Source: an optimization exercise on an open RTL-to-GDS flow (aim: small area and a short achievable clock period). Production flows keep margins and buffers that such runs may drop. In this exercise RTL edits were held to simulation tests only and were not proved equivalent to the original. Power is estimated from default activity; no workload was simulated.

==> flow/design.v <==
module mem_req_buffer #(
    parameter int width_words_p = 4,
    parameter int depth_p       = 8
) (
    input  logic                        clk,
    input  logic                        nreset,
    input  logic                        up_valid_i,
    output logic                        up_ready_o,
    input  logic                        up_we_i,
    input  logic [31:0]                 up_addr_i,
    input  logic [32*width_words_p-1:0] up_wdata_i,
    output logic                        up_valid_o,
    output logic [32*width_words_p-1:0] up_data_o,
    output logic                        dn_valid_o,
    input  logic                        dn_ready_i,
    output logic                        dn_we_o,
    output logic [31:0]                 dn_addr_o,
    output logic [32*width_words_p-1:0] dn_wdata_o,
    input  logic                        dn_valid_i,
    input  logic [32*width_words_p-1:0] dn_data_i
);
    localparam int data_w_lp = 32 * width_words_p;
    localparam int off_w_lp  = $clog2(width_words_p * 4);
    logic [depth_p-1:0]                ent_we_q;
    logic [depth_p-1:0][31:0]          ent_addr_q;
    logic [depth_p-1:0][data_w_lp-1:0] ent_wdata_q;
    logic [depth_p-1:0] wr_oh_q;       
    logic [depth_p-1:0] rd_oh_q;       
    logic [depth_p-1:0] vld_q;         
    logic [depth_p-1:0] cand_q;        
    logic [depth_p-1:0] sel_q;         
    logic               rd_pending_q;
    logic               dn_busy_q;
    logic               dn_is_rd_q;
    logic               up_valid_q;
    logic               rdy_q;         
    logic               dn_valid_q;    
    logic [depth_p-1:0] vld_d, cand_d, wr_oh_d, rd_oh_d, sel_d, match_s, hit_s;
    logic               full_s, accept_s, issue_s, push_s, hit_any_s, cap_s, rsp_rd_s, done_s;
    logic               rd_pending_d, dn_busy_d, dn_is_rd_d;
    logic [data_w_lp-1:0] din_s;
    assign full_s     = &vld_q;
    assign up_ready_o = rdy_q & ~nreset;
    assign accept_s   = up_valid_i & up_ready_o;
    assign dn_valid_o = dn_valid_q;
    assign issue_s    = dn_valid_q & dn_ready_i;
    assign cap_s      = dn_busy_q & dn_is_rd_q;
    assign done_s     = dn_valid_i & dn_busy_q;
    assign rsp_rd_s   = done_s & dn_is_rd_q;
    assign up_valid_o = up_valid_q;
    for (genvar g = 0; g < depth_p; g++) begin : g_match
        logic [31:0] a_s;
        assign a_s        = ent_addr_q[g];
        assign match_s[g] = (a_s[31:off_w_lp] == up_addr_i[31:off_w_lp]);
    end
    assign hit_s     = cand_q & match_s;
    assign hit_any_s = |hit_s;
    assign push_s = accept_s & (up_we_i | ~hit_any_s);
    always_comb begin
        dn_we_o    = 1'b0;
        dn_addr_o  = '0;
        dn_wdata_o = '0;
        up_data_o  = '0;
        for (int i = 0; i < depth_p; i++) begin
            dn_we_o    = dn_we_o    | (rd_oh_q[i] & ent_we_q[i]);
            dn_addr_o  = dn_addr_o  | ({32{rd_oh_q[i]}} & ent_addr_q[i]);
            dn_wdata_o = dn_wdata_o | ({data_w_lp{rd_oh_q[i]}} & ent_wdata_q[i]);
            up_data_o  = up_data_o  | ({data_w_lp{sel_q[i]}} & ent_wdata_q[i]);
        end
    end
    always_comb begin
        wr_oh_d = push_s  ? {wr_oh_q[depth_p-2:0], wr_oh_q[depth_p-1]} : wr_oh_q;
        rd_oh_d = issue_s ? {rd_oh_q[depth_p-2:0], rd_oh_q[depth_p-1]} : rd_oh_q;
        for (int i = 0; i < depth_p; i++) begin
            vld_d[i] = (vld_q[i] & ~(issue_s & rd_oh_q[i])) | (push_s & wr_oh_q[i]);
            if (wr_oh_q[i] & ~full_s)
                cand_d[i] = push_s & up_we_i;
            else
                cand_d[i] = cand_q[i] & ~(issue_s & rd_oh_q[i])
                            & ~(accept_s & up_we_i & match_s[i]);
        end
        sel_d = cap_s ? wr_oh_q : (hit_s & {depth_p{~up_we_i}});
        if (rsp_rd_s)                               rd_pending_d = 1'b0;
        else if (accept_s & ~up_we_i & ~hit_any_s)  rd_pending_d = 1'b1;
        else                                        rd_pending_d = rd_pending_q;
        if (issue_s) begin
            dn_busy_d  = 1'b1;
            dn_is_rd_d = ~dn_we_o;
        end else begin
            dn_busy_d  = dn_busy_q & ~dn_valid_i;
            dn_is_rd_d = dn_is_rd_q;
        end
    end
    assign din_s = cap_s ? dn_data_i : up_wdata_i;
    always_ff @(posedge clk) begin
        for (int i = 0; i < depth_p; i++) begin
            if (wr_oh_q[i] & ~full_s) begin
                ent_we_q[i]    <= up_we_i;
                ent_addr_q[i]  <= up_addr_i;
                ent_wdata_q[i] <= din_s;
            end
        end
    end
    always_ff @(posedge clk) begin
        sel_q <= sel_d;
        if (nreset) begin
            wr_oh_q      <= depth_p'(1);
            rd_oh_q      <= depth_p'(1);
            vld_q        <= '0;
            cand_q       <= '0;
            rd_pending_q <= 1'b0;
            dn_busy_q    <= 1'b0;
            dn_is_rd_q   <= 1'b0;
            up_valid_q   <= 1'b0;
            rdy_q        <= 1'b1;
            dn_valid_q   <= 1'b0;
        end else begin
            wr_oh_q      <= wr_oh_d;
            rd_oh_q      <= rd_oh_d;
            vld_q        <= vld_d;
            cand_q       <= cand_d;
            rd_pending_q <= rd_pending_d;
            dn_busy_q    <= dn_busy_d;
            dn_is_rd_q   <= dn_is_rd_d;
            up_valid_q   <= rsp_rd_s | (accept_s & (up_we_i | hit_any_s));
            rdy_q        <= ~(&vld_d) & ~rd_pending_d;
            dn_valid_q   <= (|vld_d) & ~dn_busy_d;
        end
    end
endmodule
==> flow/config.mk <==
export PLATFORM = sky130hd
export DESIGN_NAME = mem_req_buffer
export DESIGN_NICKNAME = mem_req_buffer
export VERILOG_FILES = /design/flow/design.v
export SDC_FILE = /design/flow/constraint.sdc
export NUM_CORES = 4
export LEC_CHECK = 0
export CAP_MARGIN = 20
export CORE_MARGIN = 2
export CORE_UTILIZATION = 60
export CTS_CLUSTER_DIAMETER = 80
export CTS_CLUSTER_SIZE = 28
export SLEW_MARGIN = 20
==> flow/constraint.sdc <==
create_clock -name core_clock -period 10.0 [get_ports {clk}]
set_input_delay 2.0000 -clock core_clock [delete_from_list [all_inputs] [get_ports {clk}]]
set_output_delay 2.0000 -clock core_clock [all_outputs]
set_load 0.01 [all_outputs]
standard.sh (not shown) runs the stock make flow with config.mk's settings and CLKGATE_MAP_FILE= SYNTH_SCRIPT=/design/flow/synth_recipe.tcl, a recipe that flattens the netlist after the stock synthesis.
==> flow/flow/run.sh <==
#!/bin/bash
# Layout: the standard flow (standard.sh) with the port buffers made of
# the smallest buffer cell and a setup target tighter than the clock period,
# so that timing repair works towards the shortest achievable period.
# The make output goes to flow_make.log; each ORFS step logs to orfs/logs/.
set -euo pipefail
bash standard.sh \
    "BUFFER_PORTS_ARGS=-buffer_cell sky130_fd_sc_hd__buf_1" \
    SETUP_SLACK_MARGIN=5.6 \
    finish > flow_make.log 2>&1
The starting point reached the layout checks and failed them: antenna rules.
Then changed:
==> flow/run.sh (new file) <==
#!/bin/bash
# synth_recipe.tcl (not shown) runs the flow's synth.tcl, then flattens the netlist and writes it again
# the make line also repeats each setting of config.mk as NAME=value (left out here)
make -C /OpenROAD-flow-scripts/flow DESIGN_CONFIG=/design/flow/config.mk WORK_HOME=/design/flow/orfs CLKGATE_MAP_FILE= SYNTH_SCRIPT=/design/flow/synth_recipe.tcl finish
--- a/flow/config.mk
+++ b/flow/config.mk
@@ -10,3 +10 @@
-export CORE_UTILIZATION = 60
-export CTS_CLUSTER_DIAMETER = 80
-export CTS_CLUSTER_SIZE = 28
+export CORE_UTILIZATION = 40
removed: flow/flow/run.sh
removed: flow/standard.sh
Outcome: The changed run completed with no timing, DRC or antenna violations; utilization drops by 18 points; die area rises by well over a third; flip-flop and latch count does not change; total power increases by a quarter to a third; non-clock buffer count drops by 67.
Then changed:
--- a/flow/config.mk
+++ b/flow/config.mk
@@ -10,0 +11 @@
+export SETUP_SLACK_MARGIN = 5
What happened: The changed run produced a clean layout. Wire length rose by 3.8%. Worst setup slack is better by 1.2 ns. Sequential share of layout area fell by 0.85 points.

==> re-timing with driven ports <==
No port has a modelled driver above. Below, the same layouts with a new extraction and two added sets of constraints. Step 1 assumes that a clkbuf_16 drives the clock port and a buf_2 every other input. Step 2, shift: input delay + t, output delay - t, t = (earliest + latest rising clock arrival at the registers) / 2. This alone moves slack from input paths to output paths. Three values: ideal ports, drivers, drivers and shift; two values: the first two.
run | t, ns | slack for setup (ns) | worst setup path after step 2 | slew at the worst register clock pin (ns) | worst slew at a driven data input, ns
the first run | 0.762 | 5.539 / 5.490 / 4.923 | input to register | 0.11 / 0.11 | 0.11
the second run | 0.844 | 3.872 / 3.790 / 4.506 | input to output | 0.06 / 0.06 | 0.09
the third run | 0.839 | 5.024 / 4.945 / 4.563 | input to register | 0.06 / 0.06 | 0.08
For the first run, which loses most, drivers alone change the setup slack by -0.049 ns; drivers and shift together by -0.616 ns.
